This design comes from an exercise in tuning for small area on the open sky130 flow, not from production work.
Only simulation tests tie the RTL to the original design; equivalence was not proved.
Power figures rest on the tool's default switching activity, not on a simulated workload.

Setup of juniper:
==> flow/design.v <==
package riscv_pkg;
    localparam int XLEN       = 32;
    localparam int REG_ADDR_W = 5;
    typedef logic [REG_ADDR_W-1:0] reg_idx_t;
    typedef enum logic {
        RF_RUN     = 1'b0,
        RF_HALTED  = 1'b1
    } rf_state_e;
    localparam logic [3:0] ALU_AND = 4'd0;
    localparam logic [3:0] ALU_OR  = 4'd1;
    localparam logic [3:0] ALU_ADD = 4'd2;
    localparam logic [3:0] ALU_SUB = 4'd6;
    localparam logic [3:0] ALU_SLT = 4'd7;
    localparam logic [3:0] ALU_NOR = 4'd12;
endpackage
module riscv_regfile_rdport #(
    parameter int XLEN   = 32,
    parameter int NREGS  = 32,
    parameter int ADDR_W = 5
) (
    input  logic [ADDR_W-1:0]            addr,
    input  logic [NREGS-1:1][XLEN-1:0]   store,
    input  logic                         pol,
    output logic [XLEN-1:0]              data
);
    logic [NREGS-1:1] sel;
    logic             flip;
    always_comb
        for (int r = 1; r < NREGS; r++)
            sel[r] = (addr == ADDR_W'(r));
    assign flip = pol && (addr != '0);
    for (genvar b = 0; b < XLEN; b++) begin : g_bit
        logic [NREGS-1:1] col;
        for (genvar r = 1; r < NREGS; r++) begin : g_col
            assign col[r] = store[r][b];
        end
        riscv_regfile_rdbit #(.NREGS(NREGS)) u_bit (
            .col  (col),
            .sel  (sel),
            .flip (flip),
            .y    (data[b])
        );
    end
endmodule
module riscv_regfile_rdbit #(
    parameter int NREGS = 32
) (
    input  logic [NREGS-1:1] col,
    input  logic [NREGS-1:1] sel,
    input  logic             flip,
    output logic             y
);
    localparam int NGRP = (NREGS - 1) / 3;      
    logic [NGRP-1:0] grp_n;
    for (genvar g = 0; g < NGRP; g++) begin : g_grp
        riscv_regfile_aoi3 u_aoi (
            .q   (col[3*g+3:3*g+1]),
            .s   (sel[3*g+3:3*g+1]),
            .y_n (grp_n[g])
        );
    end
    riscv_regfile_rdmerge #(.NGRP(NGRP), .NREST(NREGS - 1 - 3 * NGRP)) u_merge (
        .grp_n (grp_n),
        .q     (col[NREGS-1:3*NGRP+1]),
        .s     (sel[NREGS-1:3*NGRP+1]),
        .flip  (flip),
        .y     (y)
    );
endmodule
module riscv_regfile_aoi3 (
    input  logic [2:0] q,
    input  logic [2:0] s,
    output logic       y_n
);
    assign y_n = ~|(q & s);
endmodule
module riscv_regfile_rdmerge #(
    parameter int NGRP  = 10,
    parameter int NREST = 1
) (
    input  logic [NGRP-1:0]  grp_n,
    input  logic [NREST-1:0] q,
    input  logic [NREST-1:0] s,
    input  logic             flip,
    output logic             y
);
    logic [2:0] part;      
    riscv_regfile_nand4 u_p0 (.a(grp_n[3:0]), .y(part[0]));
    riscv_regfile_nand4 u_p1 (.a(grp_n[7:4]), .y(part[1]));
    riscv_regfile_rdlast u_p2 (.g(grp_n[9:8]), .q(q[0]), .s(s[0]), .y(part[2]));
    logic any;
    riscv_regfile_or3 u_any (.a(part), .y(any));
    assign y = any ^ flip;
endmodule
module riscv_regfile_or3 (
    input  logic [2:0] a,
    output logic       y
);
    assign y = |a;
endmodule
module riscv_regfile_nand4 (
    input  logic [3:0] a,
    output logic       y
);
    assign y = ~&a;
endmodule
module riscv_regfile_rdlast (
    input  logic [1:0] g,
    input  logic       q,
    input  logic       s,
    output logic       y
);
    assign y = ~(g[0] & g[1] & ~(q & s));
endmodule
module riscv_regfile #(
    parameter int XLEN   = 32,
    parameter int NREGS  = 32,
    parameter int ADDR_W = 5
) (
    input  logic              clk,
    input  logic              reset,
    input  logic [ADDR_W-1:0] rs1_addr,
    input  logic [ADDR_W-1:0] rs2_addr,
    output logic [XLEN-1:0]   rs1_data,
    output logic [XLEN-1:0]   rs2_data,
    input  logic              we,
    input  logic [ADDR_W-1:0] rd_addr,
    input  logic [XLEN-1:0]   rd_data,
    input  logic              last_instr_flag_in,
    output logic              halted,
    output logic [15:0]       wr_count
);
    logic [NREGS-1:1][XLEN-1:0] store;    
    logic                       pol;
    riscv_pkg::rf_state_e       state;
    logic                       commit;
    logic [NREGS-1:1]           wsel;     
    logic [NREGS-1:1]           wr1;      
    logic [NREGS-1:1]           wr2;      
    logic [XLEN-1:0]            wcol;     
    assign commit = reset && we && (state == riscv_pkg::RF_RUN) && (rd_addr != '0);
    assign halted = (state == riscv_pkg::RF_HALTED);
    assign wcol   = rd_data ^ {XLEN{pol}};
    logic [NREGS-1:1][XLEN-1:0] store_d;
    for (genvar r = 1; r < NREGS; r++) begin : g_row
        for (genvar b = 0; b < XLEN; b++) begin : g_bit
            riscv_regfile_cell u_cell (
                .q   (store[r][b]),
                .wr1 (wr1[r]),
                .wr2 (wr2[r]),
                .c   (wcol[b]),
                .d   (store_d[r][b])
            );
        end
    end
    always_comb begin
        for (int r = 1; r < NREGS; r++) begin
            wsel[r] = commit && (rd_addr == ADDR_W'(r));
            wr1[r]  = wsel[r] || !reset;
            wr2[r]  = !wsel[r];
        end
    end
    always_ff @(posedge clk) begin
        pol <= reset && !pol;
        store <= store_d;
    end
    always_ff @(posedge clk) begin
        if (!reset) begin
            state    <= riscv_pkg::RF_RUN;
            wr_count <= '0;
        end else begin
            if (commit && wr_count != 16'hFFFF)
                wr_count <= wr_count + 16'd1;
            if (state == riscv_pkg::RF_RUN && last_instr_flag_in)
                state <= riscv_pkg::RF_HALTED;
        end
    end
    riscv_regfile_rdport #(.XLEN(XLEN), .NREGS(NREGS), .ADDR_W(ADDR_W)) u_rd1 (
        .addr  (rs1_addr),
        .store (store),
        .pol   (pol),
        .data  (rs1_data)
    );
    riscv_regfile_rdport #(.XLEN(XLEN), .NREGS(NREGS), .ADDR_W(ADDR_W)) u_rd2 (
        .addr  (rs2_addr),
        .store (store),
        .pol   (pol),
        .data  (rs2_data)
    );
endmodule
module riscv_regfile_cell (
    input  logic q,
    input  logic wr1,
    input  logic wr2,
    input  logic c,
    output logic d
);
    assign d = ~((q | wr1) & (c | wr2));
endmodule
export LEC_CHECK = 0
export ABC_CLOCK_PERIOD_IN_PS = 7000
export CAP_MARGIN = 20
export CORE_MARGIN = 2
export CORE_UTILIZATION = 40
export PLACE_DENSITY = 0.8
export SLEW_MARGIN = 20
export SYNTH_HIERARCHICAL = 1
create_clock -name core_clock -period 7.0 [get_ports {clk}]
standard.sh (not shown) runs the stock make flow with config.mk's settings and CLKGATE_MAP_FILE= SYNTH_SCRIPT=/design/flow/synth_recipe.tcl, a recipe that flattens the netlist after the stock synthesis.
==> flow/flow/run.sh <==
#!/bin/bash
# The standard layout (standard.sh: the ORFS flow, unchanged synthesis), with two changes:
# clock tree synthesis without dummy loads and with larger sink clusters, and the port buffers
# made with the smallest buffer cell.  Every tool's output goes to flow_standard.log here and
# to ORFS's own per-step logs under orfs/logs.
set -euo pipefail
export CTS_ARGS="-sink_clustering_enable -repair_clock_nets -dont_use_dummy_load -sink_clustering_size 26 -sink_clustering_max_diameter 100"
export BUFFER_PORTS_ARGS="-buffer_cell sky130_fd_sc_hd__buf_1"
bash standard.sh > flow_standard.log 2>&1
juniper completed every stage of the flow, and the final layout passed the timing, DRC and antenna checks.
Relative to juniper, the following input files were edited for garnet:
- PLACE_DENSITY: 0.8 -> unset
--- outcome ---
garnet finished every step from synthesis to the final layout, and the layout passed the timing, DRC and antenna checks.
garnet against juniper: combinational share of power +0.3 points; area of all placed cells without fillers increased 0.98%; largest stage delay on the critical path now sits at about the same level; setup TNS essentially unchanged.
Utilization juniper -> garnet: up
Going from juniper to garnet, power went up about 0.8%; worst ir drop on vdd held; area growth from synthesis to layout went up 1.1 points; number of buffers other than clock buffers in the final layout went up 2.7%; highest clock frequency the design can meet went up about 0.8%.
juniper has higher via density per instance than garnet.
Edits applied to the flow inputs when going from garnet to nickel:
- changing SLEW_MARGIN from 20 to 5
- changing CAP_MARGIN from 20 to 5
diff --git a/flow/flow/run.sh b/flow/flow/run.sh
--- a/flow/flow/run.sh
+++ b/flow/flow/run.sh
@@ -5,5 +5,5 @@
 # to ORFS's own per-step logs under orfs/logs.
 set -euo pipefail
-export CTS_ARGS="-sink_clustering_enable -repair_clock_nets -dont_use_dummy_load -sink_clustering_size 26 -sink_clustering_max_diameter 100"
+export CTS_ARGS="-sink_clustering_enable -repair_clock_nets -dont_use_dummy_load -sink_clustering_size 24 -sink_clustering_max_diameter 50"
 export BUFFER_PORTS_ARGS="-buffer_cell sky130_fd_sc_hd__buf_1"
 bash standard.sh > flow_standard.log 2>&1
### Flow results
In the flow results for garnet and nickel, the number of clock buffers in the layout is smaller on garnet. | post-route clock period utilization | higher: nickel |. As far as accumulated negative setup slack goes, garnet and nickel are indistinguishable; the numbers are identical. Min total non-filler cell area in the finished layout across garnet and nickel: garnet. The via count normalized by instance count of nickel and that of garnet are within noise of each other.
Here is what was changed in the inputs of harbor compared with nickel.
- CAP_MARGIN now 20, was 5
- SLEW_MARGIN now 20, was 5
diff --git a/flow/flow/run.sh b/flow/flow/run.sh
--- a/flow/flow/run.sh
+++ b/flow/flow/run.sh
@@ -5,5 +5,5 @@
 # to ORFS's own per-step logs under orfs/logs.
 set -euo pipefail
-export CTS_ARGS="-sink_clustering_enable -repair_clock_nets -dont_use_dummy_load -sink_clustering_size 24 -sink_clustering_max_diameter 50"
+export CTS_ARGS="-sink_clustering_enable -repair_clock_nets -dont_use_dummy_load -sink_clustering_size 20 -sink_clustering_max_diameter 60"
 export BUFFER_PORTS_ARGS="-buffer_cell sky130_fd_sc_hd__buf_1"
 bash standard.sh > flow_standard.log 2>&1
Results
- Compared with nickel, harbor degrades timing-limited maximum frequency.
- The higher proportion of power drawn by combinational gates came out of harbor.
- Compared with nickel, in harbor number of non-filler instances in the completed layout dropped about 0.43%; sequential share of layout area went up.
- Number of violations reported at the end of detailed-routing iteration 0 grows by a few percent when moving from nickel to harbor.
- The number of buffers inserted during clock tree synthesis of harbor is lower than that of nickel.

-- re-timing with driven ports --
The flow's constraints put no driver on any port. The routed layouts listed below were extracted and timed again, unchanged, in two steps. Step 1: set_driving_cell puts a clkbuf_16 on clk and a buf_2 on each other input, an assumption about the parent block. Step 2 times the ports against the registers' clock, not the clock port: input delays grow and output delays shrink by t, the midpoint of the rising clock arrivals with the driver on. Three values: ideal ports, drivers, drivers and shift; two values: the first two.
run | t, ns | slack for setup (ns) | worst hold slack (ns) | pins driven straight from the clock port
juniper | 0.719 | 0.969 / 0.919 / 0.919 | 0.476 / 0.476 / 0.476 | 1
garnet | 0.720 | 1.017 / 0.991 / 0.991 | 0.474 / 0.474 / 0.474 | 1
nickel | 0.740 | 0.956 / 0.930 / 0.930 | 0.468 / 0.468 / 0.468 | 1
harbor | 0.689 | 0.862 / 0.836 / 0.836 | 0.470 / 0.470 / 0.470 | 1
After both steps every run listed still meets setup and hold. For juniper, which loses most, drivers alone change the setup slack by -0.050 ns; drivers and shift together by -0.050 ns.
